Background: an optimization exercise with open tools, aiming at small area, a short achievable clock period and few clock cycles. Do not read the settings as production practice. Only simulation tests tie the RTL to the original design; equivalence was not proved. No activity file was given, so power comes from the tool's default toggle rates.

==> design/flow/design.v <==
package p256_pkg;
    localparam logic [255:0] P_256 =
        256'hffffffff00000001000000000000000000000000ffffffffffffffffffffffff;
    localparam logic [255:0] K_256 =
        256'h00000000fffffffeffffffffffffffffffffffff000000000000000000000001;
endpackage
module WordSplitAdd #(
    parameter int NB = 2
) (
    input  logic [31:0]   x,
    input  logic [31:0]   y,
    input  logic [31:0]   z,
    input  logic          y0,     
    output logic [31:0]   s0,     
    output logic [NB-1:0] g,      
    output logic [NB-1:0] p,      
    output logic          c31     
);
    localparam int BW = 32 / NB;
    logic [31:0] s, c, w;
    assign s = x ^ y ^ z;
    assign c = (x & y) | (x & z) | (y & z);
    assign w = {c[30:0], y0};
    for (genvar b = 0; b < NB; b++) begin : g_blk
        assign {g[b], s0[b*BW +: BW]} = {1'b0, s[b*BW +: BW]} + {1'b0, w[b*BW +: BW]};
        assign p[b] = &(s[b*BW +: BW] ^ w[b*BW +: BW]);
    end
    assign c31 = c[31];
endmodule
module WordFinish #(
    parameter int NB = 2
) (
    input  logic [31:0]   s0,
    input  logic [NB-1:0] g,
    input  logic [NB-1:0] p,
    input  logic          cin,
    output logic [31:0]   sum,
    output logic          cout
);
    localparam int BW = 32 / NB;
    logic [NB:0] cb;
    always_comb begin
        for (int b = 0; b <= NB; b++) begin
            logic t;
            t = cin;
            for (int k = 0; k < b; k++) t = t & p[k];
            cb[b] = t;
            for (int k = 0; k < b; k++) begin
                t = g[k];
                for (int j = k + 1; j < b; j++) t = t & p[j];
                cb[b] = cb[b] | t;
            end
        end
    end
    for (genvar b = 0; b < NB; b++) begin : g_blk
        for (genvar i = 0; i < BW; i++) begin : g_bit
            if (i == 0) begin : g_lsb
                assign sum[b*BW] = s0[b*BW] ^ cb[b];
            end else begin : g_up
                assign sum[b*BW + i] = s0[b*BW + i] ^ (cb[b] & (&s0[b*BW +: i]));
            end
        end
    end
    assign cout = cb[NB];
endmodule
module p256_mod_add #(
    parameter int RD_LAT = 3
) (
    input  logic        clk,
    input  logic        rst_n,
    input  logic        ena,
    input  logic [31:0] a_din,
    input  logic [31:0] b_din,
    output logic        rdy,
    output logic [2:0]  a_addr,
    output logic [2:0]  b_addr,
    output logic [2:0]  d_addr,
    output logic        d_wren,
    output logic [31:0] d_dout
);
    localparam int NB = 4;
    logic [3:0]  k_q, k_d;
    logic        r_q, f_q, cin_q;
    logic        bad;
    logic        first_q, word0_q, m_q, m0_q;
    logic [31:0] s0_q, s0;
    logic [NB-1:0] g_q, p_q, g, p;
    logic        c31_q, c31;
    logic        co;
    logic [31:0] z;
    assign z = {{30{m_q}}, m_q | first_q, m0_q};
    WordSplitAdd #(.NB(NB)) u_split (
        .x(a_din), .y(b_din), .z(z), .y0(c31_q & ~first_q & ~word0_q),
        .s0(s0), .g(g), .p(p), .c31(c31)
    );
    WordFinish #(.NB(NB)) u_fin (
        .s0(s0_q), .g(g_q), .p(p_q), .cin(cin_q),
        .sum(d_dout), .cout(co)
    );
    assign a_addr = k_q[2:0];
    assign b_addr = k_q[2:0];
    assign d_addr = {~k_q[2], k_q[1:0]};
    assign d_wren = k_q >= 4'd4 && k_q <= 4'd11;
    assign rdy    = k_q == 4'd12;
    assign bad = k_q == 4'd11 && r_q && !(co || c31_q);
    always_comb begin
        k_d = k_q;
        if (bad) begin
            k_d = 4'd15;
        end else if (k_q != 4'd12) begin
            k_d = k_q + 4'd1;
        end
    end
    always_ff @(posedge clk or negedge rst_n) begin
        if (!rst_n) begin
            k_q     <= 4'd15;
            r_q     <= 1'b0;
            f_q     <= 1'b0;
            cin_q   <= 1'b0;
            first_q <= 1'b0;
            word0_q <= 1'b0;
            m_q     <= 1'b0;
            m0_q    <= 1'b0;
        end else if (ena) begin
            k_q <= k_d;
            if (bad) f_q <= 1'b1;
            if (k_q == 4'd3) begin
                r_q   <= (co | c31_q) & ~f_q;
                cin_q <= (co | c31_q) & ~f_q;
            end else begin
                cin_q <= co & (k_q != 4'd2);
            end
            first_q <= k_d == 4'd2;
            word0_q <= k_d == 4'd3;
            m_q     <= r_q && k_d >= 4'd6 && k_d <= 4'd9;
            m0_q    <= r_q && k_d >= 4'd6 && k_d <= 4'd8;
        end
    end
    always_ff @(posedge clk) begin
        if (ena) begin
            s0_q  <= s0;
            g_q   <= g;
            p_q   <= p;
            c31_q <= c31;
        end
    end
endmodule
==> design/flow/flow/run.sh <==
#!/bin/bash
# The standard layout, with the port buffers inserted as the smallest buffer
# (sky130_fd_sc_hd__buf_1) instead of the resizer's default pick; timing repair
# resizes them from there. Each step's full output stays in orfs/logs; make's own
# output goes to standard.log.
set -euo pipefail
export BUFFER_PORTS_ARGS="-buffer_cell sky130_fd_sc_hd__buf_1"
bash standard.sh > standard.log 2>&1
==> design/flow/standard.sh <==
#!/bin/bash
# synth_recipe.tcl (not shown) runs the flow's synth.tcl, then flattens the netlist and writes it again
# the make line also repeats each setting of config.mk as NAME=value (left out here)
make -C /OpenROAD-flow-scripts/flow DESIGN_CONFIG=/design/flow/config.mk WORK_HOME=/design/flow/orfs CLKGATE_MAP_FILE= SYNTH_SCRIPT=/design/flow/synth_recipe.tcl "${@:-finish}"
==> design/flow/config.mk <==
export PLATFORM = sky130hd
export DESIGN_NAME = p256_mod_add
export DESIGN_NICKNAME = p256_mod_add
export VERILOG_FILES = /design/flow/design.v
export SDC_FILE = /design/flow/constraint.sdc
export NUM_CORES = 4
export LEC_CHECK = 0
export CAP_MARGIN = 20
export CORE_MARGIN = 2
export CORE_UTILIZATION = 40
export SETUP_SLACK_MARGIN = 3.1
export SLEW_MARGIN = 20
export SYNTH_HIERARCHICAL = 1
==> design/flow/constraint.sdc <==
create_clock -name core_clock -period 6.0 [get_ports {clk}]
set_input_delay 1.2000 -clock core_clock [delete_from_list [all_inputs] [get_ports {clk}]]
set_output_delay 1.2000 -clock core_clock [all_outputs]
set_load 0.01 [all_outputs]
==> results.tsv, run 1 <==
stage	metric	value	unit
global_routing	grt_pass1_wl	15090	um
final_layout	layout.area.seq	1516	um^2
clock_tree	cts_buffers	5	
place	placed_cells	657	
global_routing	antenna_found_initial	0	
final_layout	stdcell_count	685	
timing	rsz0062_at_grt	yes	
power	power_density	592.9	nW/um^2
global_routing	grt_use_total	0.1480	
synth	ys_ff_latch	52	
critical_path	crit_type	reg -> out	
critical_path	required	4800	ps
timing	finalCriticalPeriod	3045	ps
final_layout	antenna_cells	0	
timing	fmaxAchievable	328.4	MHz
synth	ys.flop_type	edfxtp_1	
critical_path	crit_slowest_cell	a2111oi_4	
clock_tree	cts_tree	built	
drt	postRouteAntennaNets	0	
timing	fin_ws	2955	ps
final_layout	multi_input_area	2999	um^2
floorplanning	io_pins	110	
synth	yosys_warnings	8	
timing	holdWs	466.4	ps
synth	synth-edff-count	41	
floorplanning	rows	38	
place	post-dp-hpwl	7249	um
final_layout	area_growth	25.80	%
critical_path	startpoint_type	flop	
global_routing	grt_max_degree	58	
critical_path	cp_top_family	compound AO/OA/AOI/OAI gates	
clock_tree	clk_pin_slew	60	ps
timing	slew_headroom	0.5621	
final_layout	nFillCells	978	
floorplanning	die_h	110.8	um
timing	finalCritPeriodShare	0.5075	
job	cap_violations	0	
floorplanning	core-area	10980	um^2
drt	drc	0	
synth	ys_types	48	
timing	hold_viol_final	0	
synth	syn_avg_cell_area	10.98	um^2
clock_tree	clock_tree.root_cell	clkbuf_16	
drt	dr.pass1.iters	5	
synth	async_flop_share	0.2115	
synth	yosysTopAreaCellShare	0.2701	
drt	via_count	3341	
critical_path	cp_cell_sequence	a21oi_4 -> buf_6 -> a2111oi_4 -> buf_4 -> nand2_4 -> xnor2_2 -> buf_2	
min_path	hold_path.class	reg -> reg	
status	status	complete, no violations	
timing	drv_slew	0	
place	numPortBuffers	109	
drt	via_per_inst	4.877	
place	gp_congestion	0.8455	
timing	finalSetupTns	0	ps
clock_tree	cts.path.max_buffers	2	
critical_path	worstPathArrival	1840	ps
global_routing	grt_pass1_vias	3348	
floorplanning	start_util	0.4150	
synth	syn_inst	415	
synth	syn_nets	560	
timing	max_slew.worst_pin.slew	656.8	ps
critical_path	critPathMaxStageDelay	460	ps
synth	synth.cell_area	4558	um^2
critical_path	critPathMaxFanout	5	
clock_tree	postCtsHoldBufs	0	
final_layout	drive_gt1_frac	0.2055	
floorplanning	die_w	110.8	um
critical_path	crit_buf_inv	3	
place	post-place-ws	2573	ps
synth	synth_area_leaders	edfxtp_1 27%, fa_1 16%, ha_1 12%	
clock_tree	clock_latency	290	ps
clock_tree	numClockSinks	52	
global_routing	grt_overflow	0	
timing	setup_viol	0	
synth	ys_seq_area_frac	0.3316	
clock_tree	h-tree-depth	2	
critical_path	end_kind	primary output	
final_layout	nets	689	
timing	skew	7.839	ps
power	leakagePower	2.470	nW
drt	drt-wirelength-per-cell	13.29	um
drt	wl	9106	um
power	ir_drop	0.2508	mV
floorplanning	dieArea	12270	um^2
drt	drtIter0Drc	78	
critical_path	r2r_slack	3210	ps
synth	synth_top_area_cell	edfxtp_1	
power	power.total	0.003400	W
-- logic make-up after synthesis --
kind of cell,share of synthesized area
buffers and inverters,0.05709
AND/OR/NAND/NOR,0.08592
flip-flops,0.3316
adder cells (fa/ha/maj),0.2734
XOR/XNOR,0.1038
AO/OA/AOI/OAI,0.1482
-- worst reg2reg max path: stages (launching register included) --
cell and delay (ps):
dfrtp_4 540, buf_8 270, inv_1 120, fa_1 500, inv_1 40, ha_2 190
fa_2 370, a211oi_2 180, o21bai_1 80, a21oi_1 160, xnor2_1 90
-- cells in the mapped netlist, types with 2 or more instances --
master	instances
a211oi_1	8
a211oi_2	4
a21o_1	15
a21o_2	2
a21oi_1	21
a31oi_1	7
a41o_1	2
and3_1	2
buf_4	8
dfrtp_1	7
dfstp_2	4
edfxtp_1	41
fa_1	36
ha_1	42
inv_1	51
nand2_1	18
nand3_1	12
nand4_1	12
nor2_1	18
nor2b_1	3
nor3_1	2
o211ai_1	4
o21ai_0	13
o21ai_1	4
o21bai_1	4
xnor2_1	36
xor2_1	18
-- final cells by class --
type / instances / area share
repair buffers: 131 / 0.1137
clock buffers: 6 / 0.02247
clock inverters: 2 / 0.01047
flip-flops and latches: 52 / 0.2645
well taps: 140 / 0.03055
inverters: 52 / 0.03535
multi-input cells: 302 / 0.5230
-- where the power goes --
group | internal (W) | total (W) | switching, W
logic | 0.00102 | 0.00220 | 0.00118
registers | 0.000684 | 0.000840 | 0.000156
clock network | 0.000239 | 0.000360 | 0.000121
-- layout by cell type, fill, tap and decap left out, types with 5 or more instances in the layout --
master     instances
nor2_1            18
buf_1             88
nand3_1            9
clkbuf_16          5
xnor2_1           30
buf_6              7
edfxtp_1          41
ha_1              35
xor2_1            18
a21o_1            15
inv_1             50
a31oi_1            7
fa_1              31
a211oi_2           8
a21oi_2            7
a21oi_1           15
buf_4             17
nand2_1           15
dfrtp_1            5
fa_2               5
o21ai_0           12
nand4_1           12
buf_2             15
xnor2_2            6
-- state kept, by name, indices dropped and copies added (netlist names), 4 cells and up --
register	flops
g_q	4
p_q	4
k_q	4
s0_q	32
-- worst paths after layout --
path | to | depth (start not counted) | start
worst min register to register | f_q | 1 | f_q
worst min-delay path | f_q | 1 | f_q
worst max-delay path | d_dout[22] | 7 | p_q[0]
min in group asynchronous | m0_q | 1 | rst_n
max in group asynchronous | m_q | 1 | rst_n
worst max register to register | s0_q[30] | 10 | m_q
-- per-stage QoR --
stage,util,area (um^2)
after detailed placement,0.4696,5157
after global placement,0.4696,5157
after global routing,0.5221,5734
final,0.5221,5734
after CTS,0.5010,5503
after floorplan,-,4622
-- metal layers --
layer,wire length [um],track usage
met1,3872,0.1795
met2,4854,0.2785
met3,298,0.01640
met4,81,0.03750
met5,0,0
-- timing repair --
| action | CTS | global route |
|---|---|---|
| endpoints found under the setup margin | 22 | 28 |
| setup buffers | 9 | 11 |
| pin swaps | 12 | 25 |
| resized for setup | 29 | 39 |
Testbench counts, summed over its fixed seeds: cycles 4,480.
==> inputs of run 2 (changes only) <==
==> design/flow/config.mk (replaced) <==
export PLATFORM = sky130hd
export DESIGN_NAME = p256_mod_add
export DESIGN_NICKNAME = p256_mod_add
export VERILOG_FILES = /design/flow/design.v
export SDC_FILE = /design/flow/constraint.sdc
export NUM_CORES = 4
export LEC_CHECK = 0
export ABC_AREA = 1
export CAP_MARGIN = 20
export CORE_MARGIN = 2
export CORE_UTILIZATION = 40
export SETUP_SLACK_MARGIN = 2.8
export SLEW_MARGIN = 20
==> run 2 against run 1 <==
  * Setup slack got worse by 25 ps
  * Synthesized cell count is 9.4% higher
  * Maximum frequency decreased by 0.82%
  * Flip-flop and latch count is the same
  * Register-to-register slack got worse by 130 ps
  * Global-route usage about the same
==> results.tsv, run 2 <==
stage	metric	value	unit	change
status	status	complete, no violations		
floorplanning	die_h	110.3	um	-0.42%
clock_tree	cts_tree	built		
final_layout	final_area	5196	um^2	-9.4%
critical_path	crit_buf_inv	2		-1
final_layout	nFillCells	1066		+9.0%
timing	finalSetupTns	0	ps	unchanged
place	gp_congestion	0.8212		-2.9%
power	leakagePower	2.354	nW	-4.7%
synth	synth-edff-count	41		unchanged
synth	synth_common_cells	71 x inv_1, 56 x nand2_1, 42 x ha_1, 41 x edfxtp_1, 36 x fa_1		
power	power_density	455.9	nW/um^2	-23%
final_layout	largest_register	s0_q		
clock_tree	numClockSinks	52		unchanged
clock_tree	clock_tree.root_cell	clkbuf_16		
critical_path	crit_slowest_cell	fa_1		
clock_tree	clock_latency	280	ps	about the same
timing	finalCritPeriodShare	0.5117		+0.004195
critical_path	startpoint_type	input port		
timing	skew	4.376	ps	-3.463 ps
timing	rsz0062_at_grt	no		
timing	finalCriticalPeriod	3070	ps	+25.17 ps
critical_path	critPathMaxFanout	3		-2
critical_path	crit_start	a_din[16]		
global_routing	grt_overflow	0		unchanged
floorplanning	core-area	10940	um^2	-0.43%
clock_tree	cts_setup_buffers	0		-9
timing	setup_viol	0		unchanged
drt	via_per_inst	4.767		-2.3%
timing	max_slew.worst_pin.slew	903.6	ps	+246.8 ps
final_layout	final_common_cell	buf_1		
final_layout	final_cell_mix	108 x buf_1, 71 x inv_1, 56 x nand2_1		
final_layout	area_growth	15.01	%	
place	post-place-ws	2605	ps	+31.68 ps
global_routing	grt_use_total	0.1476		-0.0004253
global_routing	grt_pass1_vias	3389		+1.2%
critical_path	cp_cell_sequence	buf_1 -> fa_1 -> ha_1 -> inv_1 -> fa_1 -> o21ai_0 -> a21oi_1 -> xnor2_1		
final_layout	nets	707		+2.6%
final_layout	final_core_util	0.4752		-0.04693
power	ir_drop	0.1860	mV	-26%
timing	fin_ws	2930	ps	-25.17 ps
global_routing	grt_max_degree	32		-45%
critical_path	reg2reg_from	m_q		
place	post-dp-hpwl	7231	um	-0.25%
floorplanning	dieArea	12160	um^2	-0.85%
timing	drv_slew	0		unchanged
floorplanning	die_w	110.3	um	-0.42%
min_path	hold_path.class	reg -> reg		
clock_tree	cts_buffers	5		unchanged
critical_path	critPathMaxStageDelay	540	ps	+80 ps
global_routing	grt_pass1_wl	14200	um	-5.9%
clock_tree	clk_pin_slew	60	ps	about the same
synth	synth.most_common_cell	inv_1		
drt	drt-wirelength-per-cell	12.11	um	-8.9%
synth	syn_avg_cell_area	9.952	um^2	-9.4%
place	placed_cell_area	5049	um^2	-2.1%
synth	ys_ff_latch	52		unchanged
synth	syn_inst	454		+9.4%
timing	slew_headroom	0.3976		-0.1645
synth	syn_nets	599		+7.0%
final_layout	antenna_cells	0		unchanged
place	numPortBuffers	109		unchanged
drt	wl	8515	um	-6.5%
clock_tree	cts.path.max_buffers	2		unchanged
critical_path	r2r_slack	3080	ps	-130 ps
timing	fmaxAchievable	325.7	MHz	-0.82%
floorplanning	rows	38		unchanged
critical_path	rr_worst_depth	7		-3
timing	hold_viol_final	0		unchanged
drt	drtIter0Drc	148		+90%
synth	ys_seq_area_frac	0.3345		+0.002939
synth	synth_area_leaders	edfxtp_1 27%, fa_1 16%, ha_1 12%		
synth	async_flop_share	0.2115		unchanged
critical_path	crit_type	in -> reg		
global_routing	antenna_found_initial	0		unchanged
final_layout	drive_gt1_frac	0.06217		-0.1433
critical_path	cp_top_family	adder cells		
power	power.total	0.002369	W	-30%
synth	ys.flop_type	edfxtp_1		
drt	drc	0		unchanged
synth	synth_top_area_cell	edfxtp_1		
synth	yosysTopAreaCellShare	0.2725		+0.002394
floorplanning	io_pins	110		unchanged
drt	via_count	3351		+0.30%
job	cap_violations	0		unchanged
final_layout	largest_register_ffs	32		unchanged
critical_path	worstSetupPathDepth	8		+1
critical_path	worstReg2RegEnd	s0_q[22]		
critical_path	end_kind	flop		
synth	synth.cell_area	4518	um^2	-0.88%
critical_path	required	6030	ps	+1230 ps
critical_path	endpoint	s0_q[22]		
synth	yosys_warnings	2		-6
critical_path	worstPathArrival	3100	ps	+1260 ps
drt	dr.pass1.iters	4		-1
clock_tree	h-tree-depth	2		unchanged
drt	postRouteAntennaNets	0		unchanged
synth	ys_types	33		-31%
floorplanning	start_util	0.4132		-0.001857
critical_path	cp_common_cell	fa_1		
run 2: changes by cell type in the layout (fill, tap and decap cells not counted), moves of 16 or more:
cell / before / now
nand2_1: 15 / 56
inv_1: 50 / 71
buf_1: 88 / 108
a21oi_1: 15 / 33
xnor2_1: 30 / 12
buf_4: 17 / 1
run 2: layer usage:
metal  part of all wire  global-route usage
met5                  0                   0
met4             0.0065             0.03929
met3              0.040             0.01940
met2               0.52              0.2805
met1               0.43              0.1737
run 2: cells by family after synthesis:
logic type	Yosys count	share of synthesized area
AND/OR/NAND/NOR	143	0.1573
buffers and inverters	82	0.07477
adder cells (fa/ha/maj)	78	0.2758
AO/OA/AOI/OAI	53	0.06674
flip-flops	52	0.3345
XOR/XNOR	46	0.09083
run 2: repair_timing:
item / in CTS / in global routing
hold buffers: 0 / 0
gates resized for setup: 0 / 4
setup endpoints to repair: 0 / 9
endpoints found under the hold margin: 0 / 0
run 2: power by group:
group,internal [W],total (W),switching [W]
combinational,0.000527,0.00132,0.000795
sequential,0.000626,0.000768,0.000142
clock,0.000166,0.000279,0.000113
run 2: worst min-delay path, cell delays in order, from the launching register on:
cell and delay, ps:
dfrtp_1 320, inv_1 50, o21ai_0 70
run 2: worst min-delay path by stage:
stage                     startpoint  endpoint  depth (start not counted)
after CTS                        f_q       f_q                          2
after global placement           f_q       f_q                          2
after global routing             f_q       f_q                          2
final                            f_q       f_q                          2
after floorplan                  f_q       f_q                          2
after detailed placement         f_q       f_q                          2
run 2: cell type report:
| class | count | area, um^2 | share of cell area |
|---|---|---|---|
| clock buffer | 8 | 146.4 | 0.02817 |
| tap | 140 | 175.2 | 0.03371 |
| inverter | 73 | 274.0 | 0.05273 |
| timing repair buffer | 110 | 417.9 | 0.08042 |
| multi-input combinational | 320 | 2669 | 0.5136 |
| sequential | 52 | 1514 | 0.2914 |
run 2: through the flow:
stage	cells	hold slack, ps
4_1_cts	703	461.5
5_1_grt	703	502.2
3_3_place_gp	695	445.2
3_5_place_dp	695	447.7
6_report	703	475.8
2_1_floorplan	454	427.6
==> inputs of run 3 (changes only) <==
--- a/design/flow/config.mk
+++ b/design/flow/config.mk
@@ -9,5 +9,5 @@
 export CAP_MARGIN = 20
 export CORE_MARGIN = 2
 export CORE_UTILIZATION = 40
-export SETUP_SLACK_MARGIN = 2.8
+export SETUP_SLACK_MARGIN = 3.0
 export SLEW_MARGIN = 20
==> run 3 against run 2 <==
  * Still clean on timing, DRC and antenna
  * Worst hold slack better by 4.2 ps
  * Cell count is 0.71% higher
  * Clock-buffer cell count is 2 lower
  * Critical path depth is 4 higher
  * Wire length is 0.92% lower
  * Sequential power hardly changed
  * Largest power group unchanged
==> results.tsv, run 3 <==
stage	metric	value	unit	change
floorplanning	dieArea	12160	um^2	unchanged
synth	yosysTopAreaCellShare	0.2725		unchanged
synth	syn_inst	454		unchanged
final_layout	nFillCells	1066		unchanged
power	power_density	455.3	nW/um^2	-0.13%
global_routing	grt_overflow	0		unchanged
floorplanning	start_util	0.4132		unchanged
place	placed_cells	695		unchanged
place	post-place-ws	2776	ps	+170.6 ps
final_layout	drive_gt1_frac	0.09683		+0.03466
final_layout	final_area	5286	um^2	+1.7%
clock_tree	cts_buffers	5		unchanged
synth	syn_nets	599		unchanged
synth	synth_common_cells	71 x inv_1, 56 x nand2_1, 42 x ha_1, 41 x edfxtp_1, 36 x fa_1		
synth	ys.flop_type	edfxtp_1		
synth	synth.cell_area	4518	um^2	unchanged
drt	via_per_inst	4.777		+0.21%
status	status	complete, no violations		
place	post-dp-hpwl	7015	um	-3.0%
critical_path	cp_cell_sequence	a21o_4 -> nand2_4 -> nand2_4 -> nand2_2 -> inv_2 -> nand2_2 -> inv_2 -> nand2_4 -> nor2_8 -> nand2_4 -> xnor2_2 -> buf_2		
timing	finalCriticalPeriod	2978	ps	-91.53 ps
timing	finalCritPeriodShare	0.4964		-0.01525
timing	fmaxAchievable	335.8	MHz	+3.1%
power	seqPwrFrac	0.319		-0.005
final_layout	nets	712		+0.71%
critical_path	cp_top_family	simple AND/OR/NAND/NOR gates		
clock_tree	numClockSinks	52		unchanged
final_layout	area_growth	17.00	%	
drt	drc	0		unchanged
floorplanning	die_h	110.3	um	unchanged
power	ir_drop	0.1982	mV	+6.6%
critical_path	end_kind	primary output		
synth	synth-edff-count	41		unchanged
timing	skew	4.823	ps	+0.4474 ps
timing	drv_slew	0		unchanged
power	power.internal	0.001343	W	+1.8%
drt	postRouteAntennaNets	0		unchanged
timing	rsz0062_at_grt	yes		
job	cap_violations	0		unchanged
global_routing	antenna_found_initial	0		unchanged
timing	hold_viol_final	0		unchanged
floorplanning	rows	38		unchanged
timing	max_slew.worst_pin.slew	604.7	ps	-299.0 ps
clock_tree	clk_pin_slew	60	ps	about the same
place	placed_cell_area	5064	um^2	+0.30%
power	leakagePower	2.420	nW	+2.8%
final_layout	largest_register_ffs	32		unchanged
drt	drt-wirelength-per-cell	11.92	um	-1.6%
global_routing	grt_use_total	0.1438		-0.003792
place	gp_congestion	0.8189		-0.28%
clock_tree	postCtsHoldBufs	0		unchanged
power	p_switching	0.001064	W	+1.4%
critical_path	startpoint_type	flop		
min_path	hold_path.class	reg -> reg		
critical_path	crit_buf_inv	3		+1
timing	holdWs	480.0	ps	+4.173 ps
global_routing	grt_pass1_vias	3269		-3.5%
power	swShare	0.4420		-0.001027
synth	synth_top_area_cell	edfxtp_1		
critical_path	worstPathArrival	1780	ps	-1320 ps
timing	fin_ws	3022	ps	+91.53 ps
timing	finalSetupTns	0	ps	unchanged
critical_path	crit_type	reg -> out		
clock_tree	clock_latency	280	ps	about the same
final_layout	stdcell_count	708		+0.71%
global_routing	grt_pass1_wl	13950	um	-1.8%
floorplanning	core-area	10940	um^2	unchanged
synth	synth.most_common_cell	inv_1		
clock_tree	h-tree-depth	2		unchanged
final_layout	antenna_cells	0		unchanged
clock_tree	cts.path.max_buffers	2		unchanged
synth	syn_avg_cell_area	9.952	um^2	unchanged
power	pwr-share-comb	0.562		+0.004
synth	yosys_warnings	2		unchanged
synth	ys_ff_latch	52		unchanged
drt	wl	8437	um	-0.92%
clock_tree	cts_tree	built		
synth	async_flop_share	0.2115		unchanged
critical_path	critPathMaxFanout	5		+2
critical_path	crit_slowest_cell	dfrtp_2		
floorplanning	die_w	110.3	um	unchanged
synth	ys_seq_area_frac	0.3345		unchanged
drt	dr.pass1.iters	5		+1
global_routing	grt_max_degree	32		unchanged
power	clkPwrFrac	0.119		about the same
synth	synth_area_leaders	edfxtp_1 27%, fa_1 16%, ha_1 12%		
critical_path	cp_common_cell	nand2_4		
clock_tree	clock_tree.root_cell	clkbuf_16		
floorplanning	io_pins	110		unchanged
final_layout	largest_register	s0_q		
place	numPortBuffers	109		unchanged
timing	setup_viol	0		unchanged
critical_path	critPathMaxStageDelay	440	ps	-100 ps
synth	ys_types	33		unchanged
drt	via_count	3382		+0.93%
timing	slew_headroom	0.5969		+0.1993
final_layout	final_common_cell	buf_1		
critical_path	required	4800	ps	-1230 ps
drt	drtIter0Drc	130		-12%
final_layout	final_cell_mix	101 x buf_1, 71 x inv_1, 56 x nand2_1		
## run 3: cell counts after synthesis
No cell type changed its count.
## run 3: power groups by stage
stage	combinational, W	clock (W)	sequential (W)
6_report	0.00135	0.000287	0.000769
5_1_grt	0.00155	0.000312	0.000795
4_1_cts	0.00134	0.000297	0.000769
3_5_place_dp	0.00133	0	0.000777
3_3_place_gp	0.00131	0	0.000768
2_1_floorplan	0.00103	0	0.000739
## run 3: path summary, 6_finish.rpt
path	startpoint	to	slack (ps)	depth (start not counted)
min in group asynchronous	rst_n	r_q	900	1
worst max register to register	m_q	s0_q[14]	3340	7
worst min register to register	f_q	f_q	480	2
max in group asynchronous	rst_n	m_q	4660	1
worst min-delay path	f_q	f_q	480	2
worst max-delay path	cin_q	d_dout[22]	3020	12
## run 3: cell type report
| class | count | area, um^2 | area share |
|---|---|---|---|
| clock buffers | 6 | 138.9 | 0.02627 |
| clock inverters | 2 | 10.01 | 0.001893 |
| inverters | 73 | 274.0 | 0.05183 |
| multi-input cells | 320 | 2708 | 0.5122 |
| flip-flops and latches | 52 | 1516 | 0.2869 |
| well taps | 140 | 175.2 | 0.03314 |
| repair buffers | 115 | 464.2 | 0.08781 |
## run 3: repair_timing
action	in CTS	in global routing
pin swaps	1	1
gates resized for setup	3	12
setup buffers	1	4
setup endpoints to repair	11	14
## run 3: per-stage QoR
step                utilization  power, W
floorplan                     -  0.001766
global placement         0.4630  0.002080
detailed placement       0.4630  0.002108
CTS                      0.4777  0.002410
global route             0.4834  0.002659
finish                   0.4834  0.002407
## run 3: worst min-delay path: stages, from the launching register on
cell     delay, ps
dfrtp_1        330
inv_1           50
o21ai_0         60
## run 3: cell families (layout without fill, tap and decap cells)
| logic type | Yosys count | in the layout | synth area share |
|---|---|---|---|
| buf+inv | 82 | 196 | 0.07477 |
| simple gates | 143 | 143 | 0.1573 |
| fa+ha+maj | 78 | 78 | 0.2758 |
| flops | 52 | 52 | 0.3345 |
| compound gates | 53 | 53 | 0.06674 |
| xor+xnor | 46 | 46 | 0.09083 |
## run 3: layer usage
layer  GRT usage  share of wire  wire (um)  vias up
li1            -              -          -     1724
met1      0.1829           0.45       3791     1568
met2      0.2594           0.50       4191       84
met3     0.01764          0.043        367        6
met4     0.03571          0.010         87        0
met5           0              0          0        -
==> inputs of run 4 (changes only) <==
--- a/design/flow/config.mk
+++ b/design/flow/config.mk
@@ -9,5 +9,5 @@
 export CAP_MARGIN = 20
 export CORE_MARGIN = 2
 export CORE_UTILIZATION = 40
-export SETUP_SLACK_MARGIN = 3.0
+export SETUP_SLACK_MARGIN = 3.3
 export SLEW_MARGIN = 20
==> run 4 against run 3 <==
  * Setup slack better by 40 ps
  * Worst hold slack worse by 19 ps
  * Power up 16%
  * Still clean on timing, DRC and antenna
  * Clock skew up 2.3 ps
  * Critical endpoint is now d_dout[7]
  * Sequential share of layout area down 3.2 points
  * Maximum frequency up 1.4%
  * Clock-buffer cell count up 2
  * Clock power down 6%
  * Highest routed layer unchanged
  * Area after synthesis unchanged
  * Via count up 5.6%
  * Sequential power up 2%
==> results.tsv, run 4 <==
stage	metric	value	unit	change
drt	via_per_inst	4.859		+1.7%
synth	ys_ff_latch	52		unchanged
final_layout	antenna_cells	0		unchanged
final_layout	stdcell_count	735		+3.8%
drt	drc	0		unchanged
synth	synth-edff-count	41		unchanged
critical_path	reg2reg_from	m_q		
timing	skew	7.078	ps	+2.255 ps
status	status	complete, no violations		
job	cap_violations	0		unchanged
synth	ys.flop_type	edfxtp_1		
power	ir_drop	0.2133	mV	+7.6%
critical_path	worstReg2RegEnd	s0_q[6]		
critical_path	crit_slowest_cell	dfrtp_2		
min_path	hp-start	f_q		
critical_path	required	4800	ps	about the same
floorplanning	die_h	110.3	um	unchanged
min_path	min_path_cells	2		unchanged
drt	wl	9399	um	+11%
global_routing	grt_use_total	0.1504		+0.006584
drt	drtIter0Drc	95		-27%
critical_path	r2r_slack	3380	ps	+40 ps
final_layout	area_growth	31.90	%	
global_routing	antenna_found_initial	0		unchanged
critical_path	startpoint_type	flop		
critical_path	cp_top_family	simple AND/OR/NAND/NOR gates		
clock_tree	numClockSinks	52		unchanged
critical_path	critPathMaxFanout	4		-1
place	post-dp-hpwl	7128	um	+1.6%
critical_path	critPathMaxStageDelay	400	ps	-40 ps
timing	fmaxAchievable	340.4	MHz	+1.4%
final_layout	nets	739		+3.8%
timing	setup_viol	0		unchanged
global_routing	grt_pass1_wl	14540	um	+4.2%
final_layout	final_common_cell	buf_1		
floorplanning	start_util	0.4132		unchanged
synth	syn_nets	599		unchanged
timing	finalCriticalPeriod	2938	ps	-40.33 ps
clock_tree	cts.path.max_buffers	2		unchanged
global_routing	grt_max_degree	32		unchanged
global_routing	grt_pass1_vias	3398		+3.9%
final_layout	nFillCells	999		-6.3%
min_path	whs_endpoint	f_q		
drt	dr.pass1.iters	4		-1
synth	ys_types	33		unchanged
final_layout	largest_register_ffs	32		unchanged
critical_path	worstPathArrival	1740	ps	-40 ps
synth	yosys_warnings	2		unchanged
timing	holdWs	461.2	ps	-18.79 ps
critical_path	crit_type	reg -> out		
drt	drt-wirelength-per-cell	12.79	um	+7.3%
final_layout	final_cell_mix	76 x buf_1, 59 x inv_1, 48 x nand2_1		
synth	yosysTopAreaCellShare	0.2725		unchanged
timing	fin_ws	3062	ps	+40.33 ps
floorplanning	core-area	10940	um^2	unchanged
floorplanning	dieArea	12160	um^2	unchanged
synth	synth_top_area_cell	edfxtp_1		
timing	max_slew.worst_pin.slew	586.3	ps	-18.39 ps
floorplanning	rows	38		unchanged
critical_path	crit_buf_inv	3		unchanged
synth	synth.cell_area	4518	um^2	unchanged
timing	hold_viol_final	0		unchanged
clock_tree	h-tree-depth	2		unchanged
synth	synth_common_cells	71 x inv_1, 56 x nand2_1, 42 x ha_1, 41 x edfxtp_1, 36 x fa_1		
clock_tree	postCtsHoldBufs	0		unchanged
clock_tree	cts_buffers	5		unchanged
synth	syn_avg_cell_area	9.952	um^2	unchanged
timing	finalCritPeriodShare	0.4897		-0.006722
synth	async_flop_share	0.2115		unchanged
synth	ys_seq_area_frac	0.3345		unchanged
timing	finalSetupTns	0	ps	unchanged
critical_path	end_kind	primary output		
power	power_density	467.9	nW/um^2	+2.8%
clock_tree	cts_tree	built		
floorplanning	io_pins	110		unchanged
min_path	hold_path.class	reg -> reg		
drt	via_count	3571		+5.6%
synth	synth.most_common_cell	inv_1		
place	gp_congestion	0.8184		about the same
clock_tree	clock_latency	280	ps	about the same
drt	postRouteAntennaNets	0		unchanged
synth	syn_inst	454		unchanged
critical_path	cp_common_cell	nor2_2		
place	post-place-ws	2788	ps	+12.65 ps
final_layout	drive_gt1_frac	0.2924		+0.1956
timing	drv_slew	0		unchanged
critical_path	crit_start	cin_q		
place	placed_cells	695		unchanged
final_layout	largest_register	s0_q		
critical_path	rr_worst_depth	8		+1
floorplanning	die_w	110.3	um	unchanged
power	power.total	0.002789	W	+16%
critical_path	cp_cell_sequence	buf_4 -> nand4_1 -> nor2_2 -> inv_1 -> nor2_2 -> and2_4 -> nand2_2 -> xnor2_1 -> buf_2		
timing	rsz0062_at_grt	yes		
critical_path	worstSetupPathDepth	9		-3
clock_tree	clk_pin_slew	60	ps	about the same
place	numPortBuffers	109		unchanged
clock_tree	clock_tree.root_cell	clkbuf_16		
power	leakagePower	2.658	nW	+9.9%
global_routing	grt_overflow	0		unchanged
timing	slew_headroom	0.6092		+0.01226
synth	synth_area_leaders	edfxtp_1 27%, fa_1 16%, ha_1 12%		
[run 4: changes by cell type in the layout (fill, tap and decap cells not counted), moves of 13 or more]
cell     change
a21oi_1     -13
buf_1       -25
buf_2       +19
buf_4       +18
buf_6       +16
ha_1        -13
[run 4: how the worst max path moves through the flow]
stage / slack, ps / end
floorplan: 3090 / s0_q[14]
global placement: 2840 / s0_q[5]
detailed placement: 2790 / s0_q[5]
CTS: 3060 / d_dout[21]
global route: 2940 / d_dout[7]
finish: 3060 / d_dout[7]
[run 4: worst reg2reg max path: cells and delay by family, from the launching register on]
| family | cells | cell delay (ps) |
|---|---|---|
| compound gates | 1 | 210 |
| buf+inv | 1 | 160 |
| xor+xnor | 1 | 60 |
| flops | 1 | 770 |
| simple gates | 3 | 310 |
| fa+ha+maj | 2 | 870 |
[run 4: per-layer routing]
layer | wire length, um | track usage | up-vias
li1 | - | - | 1776
met1 | 3954 | 0.1847 | 1700
met2 | 4956 | 0.2787 | 84
met3 | 351 | 0.01411 | 11
met4 | 136 | 0.04464 | 0
met5 | 0 | 0 | -
[run 4: repair_timing]
action                     4_1_cts  5_1_grt
pin swaps                       16       31
setup endpoints to repair       36       52
resized for setup               51       86
buffers inserted                13       19
[run 4: layout make-up]
type / instances / area [um^2] / area share
Clock buffer: 8 / 136.4 / 0.02288
Multi-Input combinational cell: 320 / 3057 / 0.5129
Inverter: 73 / 286.5 / 0.04808
Timing Repair Buffer: 142 / 788.3 / 0.1323
Tap cell: 140 / 175.2 / 0.02939
Sequential cell: 52 / 1516 / 0.2545
[run 4: kinds of logic after synthesis]
kind of cell / share of synthesized area
compound gates: 0.06674
xor+xnor: 0.09083
fa+ha+maj: 0.2758
buf+inv: 0.07477
flops: 0.3345
simple gates: 0.1573
[run 4: through the flow]
stage            util  instance area, um^2
2_1_floorplan       -                 4604
3_3_place_gp   0.4695                 5134
3_5_place_dp   0.4695                 5134
4_1_cts        0.5048                 5520
5_1_grt        0.5450                 5959
6_report       0.5450                 5959
[run 4: report_power, final]
group	leakage (nW)	internal (W)	switching, W	total, W
sequential	0.532	0.000628	0.000160	0.000788
combinational	2.06	0.000792	0.000938	0.00173
clock	0.0652	0.000155	0.000115	0.000270
==> inputs of run 5 (changes only) <==
--- a/design/flow/design.v
+++ b/design/flow/design.v
@@ -78,7 +78,7 @@
     output logic        d_wren,
     output logic [31:0] d_dout
 );
-    localparam int NB = 4;
+    localparam int NB = 8;
     logic [3:0]  k_q, k_d;
     logic        r_q, f_q, cin_q;
     logic        bad;
--- a/design/flow/config.mk
+++ b/design/flow/config.mk
@@ -9,5 +9,5 @@
 export CAP_MARGIN = 20
 export CORE_MARGIN = 2
 export CORE_UTILIZATION = 40
-export SETUP_SLACK_MARGIN = 3.3
+export SETUP_SLACK_MARGIN = 3.2
 export SLEW_MARGIN = 20
==> run 5 against run 4 <==
  * Still clean on timing, DRC and antenna
  * Flip-flop and latch count grew 8
  * Core utilization shrank 4.4 points
  * Wire length shrank 10%
  * Combinational power shrank 14%
  * Power grew 2.5%
  * Cell count shrank 6.8%
  * Critical path depth grew 2
  * Synthesized cell count shrank 8.4%
  * Clock skew grew 1.2 ps
  * Sequential power grew 11%
  * Clock-buffer cell count grew 7
  * Largest cell class unchanged
==> results.tsv, run 5 <==
stage	metric	value	unit	change
final_layout	drive_gt1_frac	0.1516		-0.1409
global_routing	grt_overflow	0		unchanged
power	power_density	503.3	nW/um^2	+7.6%
synth	yosysTopAreaCellShare	0.3203		+0.04776
synth	syn_nets	569		-5.0%
timing	fmaxAchievable	334.6	MHz	-1.7%
timing	finalSetupTns	0	ps	unchanged
floorplanning	core-area	11320	um^2	+3.5%
floorplanning	rows	39		+2.6%
synth	synth.most_common_cell	inv_1		
synth	ys_ff_latch	60		+15%
drt	via_count	3144		-12%
synth	yosys_warnings	2		unchanged
global_routing	antenna_found_initial	0		unchanged
critical_path	end_kind	primary output		
synth	synth_top_area_cell	edfxtp_1		
final_layout	final_cell_mix	84 x buf_1, 75 x inv_1, 49 x edfxtp_1		
global_routing	grt_pass1_vias	3164		-6.9%
synth	synth.cell_area	4594	um^2	+1.7%
synth	ys_seq_area_frac	0.3813		+0.04673
job	cap_violations	0		unchanged
timing	rsz0062_at_grt	yes		
synth	ys.flop_type	edfxtp_1		
final_layout	nFillCells	1049		+5.0%
drt	via_per_inst	4.590		-5.5%
timing	setup_viol	0		unchanged
clock_tree	cts.path.max_buffers	2		unchanged
clock_tree	cts_tree	built		
power	leakagePower	2.530	nW	-4.8%
drt	dr.pass1.iters	4		unchanged
timing	finalCritPeriodShare	0.4981		+0.008422
final_layout	multi_input_area	2619	um^2	-14%
timing	hold_viol_final	0		unchanged
floorplanning	io_pins	110		unchanged
final_layout	layout.area.seq	1754	um^2	+16%
clock_tree	h-tree-depth	3		+1
place	placed_cells	660		-5.0%
power	ir_drop	0.2476	mV	+16%
critical_path	worstPathArrival	1790	ps	+50 ps
floorplanning	start_util	0.4058		-0.007322
place	post-dp-hpwl	6764	um	-5.1%
min_path	hold_path.class	reg -> reg		
floorplanning	die_w	111.2	um	+0.81%
critical_path	startpoint_type	flop		
critical_path	critPathMaxFanout	4		unchanged
drt	wl	8440	um	-10%
final_layout	final_common_cell	buf_1		
critical_path	rr_worst_depth	7		-1
clock_tree	cts_buffers	9		+4
clock_tree	postCtsHoldBufs	0		unchanged
final_layout	area_growth	23.56	%	
status	status	complete, no violations		
place	gp_congestion	0.8620		+5.3%
final_layout	nets	689		-6.8%
final_layout	stdcell_count	685		-6.8%
place	placed_cell_area	5125	um^2	-0.17%
timing	skew	8.259	ps	+1.181 ps
global_routing	grt_use_total	0.1404		-0.01006
critical_path	required	4800	ps	about the same
drt	postRouteAntennaNets	0		unchanged
timing	finalCriticalPeriod	2989	ps	+50.53 ps
timing	drv_slew	0		unchanged
synth	async_flop_share	0.1833		-0.02821
timing	max_slew.worst_pin.slew	881.2	ps	+295.0 ps
synth	syn_inst	416		-8.4%
global_routing	grt_pass1_wl	13860	um	-4.7%
drt	drtIter0Drc	81		-15%
synth	synth_common_cells	76 x inv_1, 49 x edfxtp_1, 46 x ha_1, 40 x fa_1, 40 x nand2_1		
timing	slew_headroom	0.4125		-0.1966
final_layout	largest_register	s0_q		
floorplanning	die_h	111.2	um	+0.81%
final_layout	final_area	5677	um^2	-4.7%
place	numPortBuffers	109		unchanged
final_layout	largest_register_ffs	32		unchanged
min_path	min_path_cells	2		unchanged
synth	synth-edff-count	49		+20%
synth	ys_types	28		-15%
clock_tree	clock_tree.root_cell	clkbuf_16		
clock_tree	numClockSinks	60		+15%
final_layout	top_regs	s0_q (32), g_q (8), p_q (8)		
global_routing	grt_max_degree	61		+91%
floorplanning	dieArea	12360	um^2	+1.6%
clock_tree	clk_pin_slew	50	ps	about the same
synth	synth_area_leaders	edfxtp_1 32%, fa_1 17%, ha_1 13%		
critical_path	crit_type	reg -> out		
clock_tree	clock_latency	320	ps	+40 ps
drt	drc	0		unchanged
drt	drt-wirelength-per-cell	12.32	um	-3.6%
synth	syn_avg_cell_area	11.04	um^2	+11%
run 5: cell count changes after synthesis, sizes merged, moves of 5 or more:
cell    before  now
a21oi       33   19
edfxtp      41   49
nand2       64   49
nand4       16   11
nor2        36   23
o31ai        0    5
xnor2       13   21
xor2        33   22
run 5: where the power goes:
| group | leakage, nW | internal (W) | switching (W) |
|---|---|---|---|
| clock | 0.145 | 0.000326 | 0.000166 |
| sequential | 0.615 | 0.000709 | 0.000165 |
| combinational | 1.77 | 0.000689 | 0.000802 |
| total | 2.53 | 0.00172 | 0.00113 |
run 5: layout make-up:
class,count,share of cell area
antenna,1,0.0004408
clock buffer,15,0.05091
clock inverter,1,0.0008816
inverter,76,0.05025
multi-input combinational,271,0.4613
sequential,60,0.3090
tap,143,0.03152
timing repair buffer,118,0.09566
run 5: critical path: stages, from the launching register on:
cell	delay, ps
edfxtp_1	400
nor2_2	130
nand2_2	80
nand3_2	80
nand2_4	70
nand2_4	70
nand2_4	60
nand2_4	70
nand2_4	60
ha_4	160
xor2_2	140
buf_2	150
run 5: cells by family after synthesis:
family,count (synthesis),share of synthesized area
xor gates and xnor gates,43,0.08197
adders and majority gates,86,0.2996
and+or+nand+nor,105,0.1141
buffers and inverters,85,0.07680
AOI/OAI and AO/OA,37,0.04630
DFF,60,0.3813
run 5: layer usage:
layer,track usage,vias to the layer above,routed length [um]
met4,0.06091,0,130
li1,-,1605,-
met2,0.2602,53,4584
met1,0.1604,1474,3518
met3,0.01968,12,206
met5,0,-,0
run 5: worst paths after layout:
check	from	endpoint	slack, ps
min	f_q	f_q	470
max in group asynchronous	rst_n	cin_q	4680
min reg2reg	f_q	f_q	470
min in group asynchronous	rst_n	m0_q	870
max reg2reg	m_q	s0_q[3]	3450
max	g_q[0]	d_dout[29]	3010
run 5: through the flow:
| stage | utilization | hold slack (ps) | setup WS, ps | total power, W |
|---|---|---|---|---|
| finish | 0.5014 | 474.9 | 3011 | 0.002857 |
| global route | 0.5012 | 528.1 | 2910 | 0.003100 |
| CTS | 0.4927 | 479.1 | 2952 | 0.002815 |
| detailed placement | 0.4527 | 467.5 | 3080 | 0.002180 |
| global placement | 0.4527 | 447.9 | 3102 | 0.002142 |
| floorplan | - | 427.6 | 3299 | 0.001803 |
run 5: timing repair:
action,CTS,global route
endpoints found under the setup margin,20,24
pin swaps,8,6
setup buffers,5,3
gates resized for setup,37,21
Testbench counts of run 5, summed over its fixed seeds: cycles 4,480.
==> inputs of run 6 (changes only) <==
--- a/design/flow/design.v
+++ b/design/flow/design.v
@@ -78,19 +78,22 @@
     output logic        d_wren,
     output logic [31:0] d_dout
 );
-    localparam int NB = 8;
+    localparam int NB = 4;
     logic [3:0]  k_q, k_d;
     logic        r_q, f_q, cin_q;
     logic        bad;
-    logic        first_q, word0_q, m_q, m0_q;
+    logic        first, word0;
+    logic        m_q, m0_q;
     logic [31:0] s0_q, s0;
     logic [NB-1:0] g_q, p_q, g, p;
     logic        c31_q, c31;
     logic        co;
     logic [31:0] z;
-    assign z = {{30{m_q}}, m_q | first_q, m0_q};
+    assign first = k_q == 4'd2;
+    assign word0 = k_q == 4'd3;
+    assign z = {{30{m_q}}, m_q | first, m0_q};
     WordSplitAdd #(.NB(NB)) u_split (
-        .x(a_din), .y(b_din), .z(z), .y0(c31_q & ~first_q & ~word0_q),
+        .x(a_din), .y(b_din), .z(z), .y0(c31_q & ~first & ~word0),
         .s0(s0), .g(g), .p(p), .c31(c31)
     );
     WordFinish #(.NB(NB)) u_fin (
@@ -117,8 +120,6 @@
             r_q     <= 1'b0;
             f_q     <= 1'b0;
             cin_q   <= 1'b0;
-            first_q <= 1'b0;
-            word0_q <= 1'b0;
             m_q     <= 1'b0;
             m0_q    <= 1'b0;
         end else if (ena) begin
@@ -130,8 +131,6 @@
             end else begin
                 cin_q <= co & (k_q != 4'd2);
             end
-            first_q <= k_d == 4'd2;
-            word0_q <= k_d == 4'd3;
             m_q     <= r_q && k_d >= 4'd6 && k_d <= 4'd9;
             m0_q    <= r_q && k_d >= 4'd6 && k_d <= 4'd8;
         end
--- a/design/flow/config.mk
+++ b/design/flow/config.mk
@@ -9,5 +9,5 @@
 export CAP_MARGIN = 20
 export CORE_MARGIN = 2
 export CORE_UTILIZATION = 40
-export SETUP_SLACK_MARGIN = 3.2
+export SETUP_SLACK_MARGIN = 3.0
 export SLEW_MARGIN = 20
==> run 6 against run 5 <==
  * Cell count grew 3.4%
  * Largest power group unchanged
  * Power shrank 0.91%
  * Critical path type unchanged
  * Global-route usage grew 1.0 points
  * Register-to-register slack lost 210 ps
  * Via count grew 8.1%
  * Die area shrank 4.3%
  * Wire length grew 2.1%
  * Area after synthesis shrank 4.4%
==> results.tsv, run 6 <==
stage	metric	value	unit	change
status	status	complete, no violations		
critical_path	crit_slowest_cell	edfxtp_1		
job	cap_violations	0		unchanged
clock_tree	cts.path.max_buffers	2		unchanged
critical_path	end_kind	primary output		
final_layout	largest_register_ffs	32		unchanged
timing	finalCritPeriodShare	0.4976		-0.0005233
place	post-dp-hpwl	7011	um	+3.7%
floorplanning	core-area	10790	um^2	-4.7%
clock_tree	h-tree-depth	2		-1
floorplanning	die_h	108.8	um	-2.2%
global_routing	grt_max_degree	32		-48%
global_routing	antenna_found_initial	0		unchanged
timing	drv_slew	0		unchanged
timing	max_slew.worst_pin.slew	684.9	ps	-196.3 ps
synth	synth-edff-count	41		-16%
floorplanning	dieArea	11830	um^2	-4.3%
timing	skew	3.876	ps	-4.383 ps
place	numPortBuffers	109		unchanged
timing	finalCriticalPeriod	2985	ps	-3.140 ps
power	power_density	540.0	nW/um^2	+7.3%
synth	syn_nets	586		+3.0%
drt	drc	0		unchanged
timing	fmaxAchievable	335.0	MHz	+0.11%
floorplanning	rows	38		-2.6%
global_routing	grt_use_total	0.1508		+0.01048
floorplanning	start_util	0.4068		+0.0009579
synth	yosys_warnings	2		unchanged
clock_tree	cts_buffers	5		-4
critical_path	cp_top_family	flip-flops		
synth	synth_common_cells	68 x inv_1, 55 x nand2_1, 42 x ha_1, 41 x edfxtp_1, 36 x fa_1		
power	leakagePower	2.423	nW	-4.2%
clock_tree	clock_latency	290	ps	-30 ps
synth	synth_top_area_cell	edfxtp_1		
power	ir_drop	0.2042	mV	-18%
global_routing	grt_pass1_wl	14280	um	+3.0%
place	gp_congestion	0.8729		+1.3%
critical_path	cp_cell_sequence	a21oi_4 -> inv_2 -> nand2_2 -> nand2_2 -> nand2_2 -> inv_2 -> nand2_2 -> inv_2 -> nand2_4 -> nor2_8 -> nand2_2 -> xnor2_2 -> buf_2		
synth	yosysTopAreaCellShare	0.2804		-0.03984
synth	ys_ff_latch	50		-17%
critical_path	worstPathArrival	1790	ps	about the same
critical_path	cp_common_cell	nand2_2		
critical_path	critPathMaxFanout	5		+1
clock_tree	cts_tree	built		
final_layout	final_cell_mix	93 x buf_1, 68 x inv_1, 50 x nand2_1		
floorplanning	io_pins	110		unchanged
final_layout	nFillCells	1027		-2.1%
drt	drtIter0Drc	117		+44%
clock_tree	numClockSinks	50		-17%
final_layout	antenna_cells	0		-1
critical_path	rr_worst_depth	9		+2
synth	syn_avg_cell_area	9.956	um^2	-9.9%
critical_path	crit_buf_inv	4		+3
floorplanning	die_w	108.8	um	-2.2%
clock_tree	clk_pin_slew	90	ps	+40 ps
global_routing	grt_pass1_vias	3287		+3.9%
synth	syn_inst	441		+6.0%
global_routing	grt_overflow	0		unchanged
drt	postRouteAntennaNets	0		unchanged
critical_path	crit_type	reg -> out		
synth	synth.cell_area	4390	um^2	-4.4%
final_layout	nets	712		+3.3%
synth	ys_seq_area_frac	0.3329		-0.04841
timing	slew_headroom	0.5434		+0.1309
final_layout	area_growth	19.41	%	
min_path	min_path_cells	2		unchanged
synth	synth.most_common_cell	inv_1		
timing	rsz0062_at_grt	yes		
final_layout	final_common_cell	buf_1		
drt	dr.pass1.iters	4		unchanged
critical_path	startpoint_type	flop		
critical_path	critPathMaxStageDelay	440	ps	+40 ps
final_layout	largest_register	s0_q		
synth	ys.flop_type	edfxtp_1		
drt	via_per_inst	4.801		+4.6%
drt	via_count	3399		+8.1%
drt	drt-wirelength-per-cell	12.17	um	-1.2%
timing	hold_viol_final	0		unchanged
final_layout	stdcell_count	708		+3.4%
clock_tree	clock_tree.root_cell	clkbuf_8		
critical_path	required	4800	ps	about the same
drt	wl	8619	um	+2.1%
place	placed_cells	683		+3.5%
synth	synth_area_leaders	edfxtp_1 28%, fa_1 16%, ha_1 12%		
synth	ys_types	33		+18%
timing	setup_viol	0		unchanged
critical_path	worstSetupPathDepth	13		+2
min_path	hold_path.class	reg -> reg		
final_layout	drive_gt1_frac	0.1408		-0.01073
synth	async_flop_share	0.1800		-0.003333
timing	finalSetupTns	0	ps	unchanged
[run 6: layout make-up]
type / count / area, um^2 / area share
clock buffers: 8 / 80.08 / 0.01527
flip-flops and latches: 50 / 1466 / 0.2797
inverters: 71 / 266.5 / 0.05084
repair buffers: 127 / 576.8 / 0.1100
multi-input cells: 312 / 2678 / 0.5107
well taps: 140 / 175.2 / 0.03341
[run 6: metrics by stage]
stage / total power [W] / cell area [um^2] / hold slack [ps] / utilization / setup WS (ps)
2_1_floorplan: 0.002106 / 4405 / 427.6 / - / 3011
3_3_place_gp: 0.002504 / 4940 / 442.4 / 0.4577 / 2848
3_5_place_dp: 0.002546 / 4940 / 468.1 / 0.4577 / 2809
4_1_cts: 0.002803 / 5152 / 488.8 / 0.4774 / 2963
5_1_grt: 0.003143 / 5243 / 529.2 / 0.4857 / 2899
6_report: 0.002831 / 5243 / 474.5 / 0.4857 / 3015
[run 6: repair_timing]
item | 4_1_cts | 5_1_grt
gates resized for setup | 11 | 26
pin swaps | 7 | 16
hold buffers | 0 | 0
endpoints found under the setup margin | 12 | 22
buffers inserted | 12 | 5
[run 6: path summary, 6_finish.rpt]
check / startpoint / to / slack, ps
worst max-delay path: p_q[0] / d_dout[22] / 3010
worst min-delay path: f_q / f_q / 470
worst max register to register: k_q[2] / s0_q[6] / 3240
worst min register to register: f_q / f_q / 470
max in group asynchronous: rst_n / m_q / 4750
min in group asynchronous: rst_n / m0_q / 850
[run 6: worst register-to-register path, delay by kind of cell, from the launching register on]
family                   cells  cell delay, ps
flip-flops                   1             570
AND/OR/NAND/NOR              2             170
adder cells (fa/ha/maj)      3            1230
AO/OA/AOI/OAI                2             390
buffers and inverters        1             110
XOR/XNOR                     1              60
[run 6: kinds of logic (layout without fill, tap and decap cells)]
family,after synthesis,after routing,share of synthesized area
flip-flops,50,50,0.3329
AND/OR/NAND/NOR,133,133,0.1448
XOR/XNOR,46,46,0.09347
AO/OA/AOI/OAI,55,55,0.07068
adder cells (fa/ha/maj),78,78,0.2838
buffers and inverters,79,206,0.07438
[run 6: where the power goes]
group          switching, W  internal [W]
registers          0.000162      0.000653
logic               0.00105      0.000774
clock network      0.000104     0.0000831
total               0.00132       0.00151
[run 6: metal layers]
metal | GRT usage | part of all wire | vias up
li1 | - | - | 1706
met3 | 0.02152 | 0.042 | 4
met4 | 0.03022 | 0.0075 | 0
met1 | 0.1789 | 0.42 | 1612
met2 | 0.2884 | 0.53 | 77
met5 | 0 | 0 | -
Testbench counts of run 6, summed over its fixed seeds: cycles 4,480.
==> inputs of run 7 (changes only) <==
--- a/design/flow/config.mk
+++ b/design/flow/config.mk
@@ -9,5 +9,5 @@
 export CAP_MARGIN = 20
 export CORE_MARGIN = 2
 export CORE_UTILIZATION = 40
-export SETUP_SLACK_MARGIN = 3.0
+export SETUP_SLACK_MARGIN = 2.9
 export SLEW_MARGIN = 20
==> run 7 against run 6 <==
  * Sequential power about the same
  * Register-to-register slack worse by 210 ps
  * Still clean
  * Critical endpoint is now d_dout[30]
  * Wire length down 2.7%
  * Critical path type unchanged
  * First-iteration DRC count down 25%
  * Non-clock buffer count down 10
==> results.tsv, run 7 <==
stage	metric	value	unit	change
final_layout	final_cell_mix	101 x buf_1, 68 x inv_1, 53 x nand2_1		
global_routing	grt_pass1_wl	13590	um	-4.8%
global_routing	antenna_found_initial	0		unchanged
synth	ys_ff_latch	50		unchanged
synth	synth.cell_area	4390	um^2	unchanged
place	placed_cell_area	4925	um^2	-0.30%
critical_path	startpoint_type	flop		
final_layout	final_core_util	0.4757		-0.01009
final_layout	largest_register_ffs	32		unchanged
floorplanning	core-area	10790	um^2	unchanged
final_layout	drive_gt1_frac	0.09498		-0.04586
clock_tree	numClockSinks	50		unchanged
synth	synth-edff-count	41		unchanged
critical_path	worstSetupPathDepth	9		-4
floorplanning	rows	38		unchanged
place	gp_congestion	0.8725		about the same
synth	ys_seq_area_frac	0.3329		unchanged
drt	via_per_inst	4.719		-1.7%
critical_path	crit_buf_inv	1		-3
critical_path	required	4800	ps	about the same
floorplanning	dieArea	11830	um^2	unchanged
final_layout	largest_register	s0_q		
drt	via_count	3294		-3.1%
timing	drv_slew	0		unchanged
final_layout	area_growth	16.93	%	
critical_path	critPathMaxStageDelay	450	ps	about the same
critical_path	worstPathArrival	1840	ps	+50 ps
synth	synthAdderAreaFrac	0.2838		unchanged
clock_tree	clock_tree.root_cell	clkbuf_8		
timing	skew	12.13	ps	+8.254 ps
global_routing	grt_overflow	0		unchanged
power	leakagePower	2.348	nW	-3.1%
clock_tree	h-tree-depth	2		unchanged
drt	drc	0		unchanged
global_routing	grt_max_degree	32		unchanged
final_layout	nFillCells	1084		+5.6%
floorplanning	io_pins	110		unchanged
timing	finalCriticalPeriod	3043	ps	+57.32 ps
critical_path	crit_type	reg -> out		
drt	wl	8382	um	-2.7%
critical_path	crit_slowest_cell	dfrtp_2		
clock_tree	cts_buffers	5		unchanged
power	power_density	536.8	nW/um^2	-0.61%
timing	finalCritPeriodShare	0.5071		+0.009553
drt	postRouteAntennaNets	0		unchanged
critical_path	cp_top_family	simple AND/OR/NAND/NOR gates		
synth	synth.most_common_cell	inv_1		
timing	setup_viol	0		unchanged
synth	yosys_warnings	2		unchanged
synth	syn_inst	441		unchanged
critical_path	cp_cell_sequence	nand4_1 -> nand4_4 -> nand2_2 -> nor2_4 -> nand2_2 -> nor2_4 -> nand2_1 -> xnor2_1 -> buf_2		
synth	synth_xor_area_frac	0.09347		unchanged
clock_tree	cts_tree	built		
synth	yosys.area_share.simple	0.1448		unchanged
synth	synth_top_area_cell	edfxtp_1		
drt	drt-wirelength-per-cell	12.01	um	-1.4%
synth	ys_types	33		unchanged
synth	synth_area_leaders	edfxtp_1 28%, fa_1 16%, ha_1 12%		
final_layout	final_common_cell	buf_1		
clock_tree	cts.path.max_buffers	2		unchanged
synth	synth_compound_area_frac	0.07068		unchanged
synth	ys.flop_type	edfxtp_1		
timing	max_slew.worst_pin.slew	899.2	ps	+214.3 ps
power	power.total	0.002756	W	-2.7%
critical_path	end_kind	primary output		
min_path	hold_path.class	reg -> reg		
floorplanning	start_util	0.4068		unchanged
synth	synth_common_cells	68 x inv_1, 55 x nand2_1, 42 x ha_1, 41 x edfxtp_1, 36 x fa_1		
clock_tree	clock_latency	300	ps	about the same
critical_path	reg2reg_from	m_q		
critical_path	crit_start	cin_q		
global_routing	grt_use_total	0.1451		-0.005698
synth	muxShareOfSynthArea	0		unchanged
job	cap_violations	0		unchanged
timing	hold_viol_final	0		unchanged
timing	slew_headroom	0.4005		-0.1429
timing	fmaxAchievable	328.6	MHz	-1.9%
global_routing	grt_pass1_vias	3120		-5.1%
synth	syn_nets	586		unchanged
synth	yosysTopAreaCellShare	0.2804		unchanged
final_layout	nets	702		-1.4%
place	numPortBuffers	109		unchanged
timing	finalSetupTns	0	ps	unchanged
synth	synth_top_family_by_area	adder cells		
status	status	complete, no violations		
critical_path	endpoint	d_dout[30]		
drt	dr.pass1.iters	4		unchanged
synth	syn_avg_cell_area	9.956	um^2	unchanged
final_layout	antenna_cells	0		unchanged
final_layout	final_area	5134	um^2	-2.1%
critical_path	critPathMaxFanout	4		-1
clock_tree	clk_pin_slew	80	ps	about the same
critical_path	rr_worst_depth	7		-2
floorplanning	die_h	108.8	um	unchanged
power	ir_drop	0.1982	mV	-3.0%
place	post-dp-hpwl	6927	um	-1.2%
floorplanning	die_w	108.8	um	unchanged
drt	drtIter0Drc	88		-25%
synth	async_flop_share	0.1800		unchanged
critical_path	worstReg2RegEnd	s0_q[31]		
critical_path	r2r_slack	3030	ps	-210 ps
timing	rsz0062_at_grt	yes		
## run 7: stage by stage
step,hold slack [ps],worst slack (ps),instances
2_1_floorplan,427.6,2952,441
3_3_place_gp,442.4,2779,683
3_5_place_dp,453.2,2712,683
4_1_cts,472.7,2892,691
5_1_grt,491.7,2784,698
6_report,466.1,2957,698
## run 7: per-layer routing
layer / global-route usage / wire length, um / up-vias
met1: 0.1756 / 3686 / 1539
met4: 0.03022 / 69 / 0
met3: 0.02152 / 256 / 6
met2: 0.2723 / 4371 / 65
li1: - / - / 1684
met5: 0 / 0 / -
## run 7: what timing repair did
item | 4_1_cts | 5_1_grt
endpoints found under the setup margin | 8 | 9
setup buffers | 0 | 7
hold buffers | 0 | 0
pin swaps | 0 | 8
gates resized for setup | 1 | 21
## run 7: cell families after synthesis
kind of cell	count (synthesis)
AOI/OAI and AO/OA	55
xor gates and xnor gates	46
buffers and inverters	79
and+or+nand+nor	133
adders and majority gates	78
DFF	50
## run 7: power breakdown
group          leakage, nW  internal [W]  switching (W)  total, W
Combinational         1.80      0.000727        0.00102   0.00174
Sequential           0.506      0.000651       0.000161  0.000812
Clock               0.0455     0.0000943       0.000106  0.000201
## run 7: layout make-up
class                      count  area [um^2]  area share
inverter                      71        266.5     0.05191
tap                          140        175.2     0.03412
timing repair buffer         117        491.7     0.09578
sequential                    50         1464      0.2852
multi-input combinational    312         2646      0.5155
clock buffer                   8        90.09     0.01755
## run 7: worst min-delay path by stage
stage	from	end	slack (ps)	depth (start not counted)
detailed placement	f_q	f_q	450	2
floorplan	f_q	f_q	430	2
finish	f_q	f_q	470	2
global route	f_q	f_q	490	2
global placement	f_q	f_q	440	2
CTS	f_q	f_q	470	2
## run 7: worst reg2reg max path, stage by stage, from the launching register on
cell      delay (ps)
dfrtp_2          960
fa_1             560
ha_1             360
a21oi_1          240
nand2_1          130
nand2_1           80
o311ai_0         180
xor2_1           190
==> inputs of run 8 (changes only) <==
--- a/design/flow/config.mk
+++ b/design/flow/config.mk
@@ -6,8 +6,8 @@
 export NUM_CORES = 4
 export LEC_CHECK = 0
 export ABC_AREA = 1
-export CAP_MARGIN = 20
+export CAP_MARGIN = 10
 export CORE_MARGIN = 2
 export CORE_UTILIZATION = 40
 export SETUP_SLACK_MARGIN = 2.9
-export SLEW_MARGIN = 20
+export SLEW_MARGIN = 10
==> run 8 against run 7 <==
  * Synthesized cell count did not move
  * Core utilization unchanged
  * Combinational power barely moved
  * Still clean
  * Setup slack stayed put
  * First-iteration DRC count is the same
  * Power stayed put
  * Flip-flop and latch count unchanged
  * Clock power is essentially flat
  * Area after synthesis is the same
  * Maximum frequency did not move
  * Global-route usage unchanged
==> results.tsv, run 8 <==
stage	metric	value	unit	change
final_layout	final_common_cell	buf_1		
synth	synth_xor_area_frac	0.09347		unchanged
floorplanning	io_pins	110		unchanged
synth	ys_types	33		unchanged
critical_path	crit_type	reg -> out		
final_layout	drive_gt1_frac	0.09498		unchanged
timing	drv_slew	0		unchanged
clock_tree	cts.path.max_buffers	2		unchanged
timing	skew	12.13	ps	unchanged
critical_path	required	4800	ps	about the same
synth	synth-edff-count	41		unchanged
drt	drtIter0Drc	88		unchanged
timing	setup_viol	0		unchanged
final_layout	final_cell_mix	101 x buf_1, 68 x inv_1, 53 x nand2_1		
timing	max_slew.worst_pin.slew	899.2	ps	unchanged
synth	syn_avg_cell_area	9.956	um^2	unchanged
global_routing	grt_pass1_vias	3120		unchanged
global_routing	antenna_found_initial	0		unchanged
power	leakagePower	2.348	nW	unchanged
synth	ys_ff_latch	50		unchanged
drt	via_per_inst	4.719		unchanged
global_routing	grt_pass1_wl	13590	um	unchanged
synth	synth_compound_area_frac	0.07068		unchanged
place	gp_congestion	0.8725		unchanged
clock_tree	clock_latency	300	ps	about the same
clock_tree	clk_pin_slew	80	ps	about the same
timing	finalCriticalPeriod	3043	ps	unchanged
synth	yosys.area_share.simple	0.1448		unchanged
critical_path	startpoint_type	flop		
floorplanning	rows	38		unchanged
global_routing	grt_max_degree	32		unchanged
power	ir_drop	0.1982	mV	unchanged
min_path	hold_path.class	reg -> reg		
final_layout	antenna_cells	0		unchanged
synth	synth_top_family_by_area	adder cells		
power	power_density	536.8	nW/um^2	unchanged
final_layout	nets	702		unchanged
drt	drt-wirelength-per-cell	12.01	um	unchanged
clock_tree	numClockSinks	50		unchanged
critical_path	r2r_slack	3030	ps	about the same
synth	syn_nets	586		unchanged
synth	synth_top_area_cell	edfxtp_1		
floorplanning	die_w	108.8	um	unchanged
synth	synth_common_cells	68 x inv_1, 55 x nand2_1, 42 x ha_1, 41 x edfxtp_1, 36 x fa_1		
drt	wl	8382	um	unchanged
drt	via_count	3294		unchanged
drt	dr.pass1.iters	4		unchanged
floorplanning	dieArea	11830	um^2	unchanged
place	post-place-ws	2712	ps	unchanged
timing	slew_headroom	0.4005		unchanged
synth	ys.flop_type	edfxtp_1		
critical_path	critPathMaxFanout	4		unchanged
timing	finalCritPeriodShare	0.5071		unchanged
synth	async_flop_share	0.1800		unchanged
timing	fmaxAchievable	328.6	MHz	unchanged
critical_path	end_kind	primary output		
clock_tree	postCtsHoldBufs	0		unchanged
clock_tree	h-tree-depth	2		unchanged
synth	synthAdderAreaFrac	0.2838		unchanged
synth	muxShareOfSynthArea	0		unchanged
final_layout	area_growth	16.93	%	unchanged
timing	fin_ws	2957	ps	unchanged
floorplanning	start_util	0.4068		unchanged
global_routing	grt_use_total	0.1451		unchanged
job	cap_violations	0		unchanged
timing	finalSetupTns	0	ps	unchanged
timing	rsz0062_at_grt	yes		
synth	synth.cell_area	4390	um^2	unchanged
synth	yosysTopAreaCellShare	0.2804		unchanged
status	status	complete, no violations		
clock_tree	clock_tree.root_cell	clkbuf_8		
[run 8: cell families after synthesis]
family | after synthesis
AOI/OAI and AO/OA | 55
xor gates and xnor gates | 46
adders and majority gates | 78
buffers and inverters | 79
DFF | 50
and+or+nand+nor | 133
[run 8: layer usage]
layer  up-vias  GRT usage  wire [um]
li1       1684          -          -
met5         -          0          0
met1      1539     0.1756       3686
met2        65     0.2723       4371
met3         6    0.02152        256
met4         0    0.03022         69
[run 8: worst paths after layout]
path | start | endpoint | cells past startpoint
max in group asynchronous | rst_n | cin_q | 1
setup reg to reg | m_q | s0_q[31] | 7
hold / removal | f_q | f_q | 2
hold reg to reg | f_q | f_q | 2
min in group asynchronous | rst_n | m_q | 1
setup / recovery | cin_q | d_dout[30] | 9
[run 8: what timing repair did]
item,in CTS,in global routing
buffers inserted,0,7
endpoints found under the setup margin,8,9
gates resized for setup,1,21
pin swaps,0,8
hold endpoints to repair,0,0
[run 8: metrics by stage]
step	area (um^2)	hold WS, ps	power (W)	cells
global route	5134	491.7	0.003054	698
CTS	5016	472.7	0.002735	691
global placement	4925	442.4	0.002488	683
floorplan	4390	427.6	0.002090	441
detailed placement	4925	453.2	0.002523	683
finish	5134	466.1	0.002756	698
[run 8: power breakdown]
group	leakage (nW)	switching, W	internal [W]
registers	0.506	0.000161	0.000651
logic	1.80	0.00102	0.000727
clock network	0.0455	0.000106	0.0000943
total	2.35	0.00128	0.00147
[run 8: cell type report]
type | count | area [um^2] | area share
clock buffers | 8 | 90.09 | 0.01755
inverters | 71 | 266.5 | 0.05191
multi-input cells | 312 | 2646 | 0.5155
flip-flops and latches | 50 | 1464 | 0.2852
well taps | 140 | 175.2 | 0.03412
repair buffers | 117 | 491.7 | 0.09578
[run 8: worst max-delay path, cell delays in order, from the launching register on]
cell and delay, ps:
dfrtp_2 450, nand4_1 160, nand4_4 130, nand2_2 70, nor2_4 140, nand2_2 70, nor2_4 150, nand2_1 80
xnor2_1 140, buf_2 150

Check on run 8: ideal ports give 2.957 ns setup slack; a clkbuf_16 on the clock port and buf_2 on the inputs give 2.929 ns; moving port delays by the midpoint clock arrival (0.321 ns) as well gives 2.714 ns.
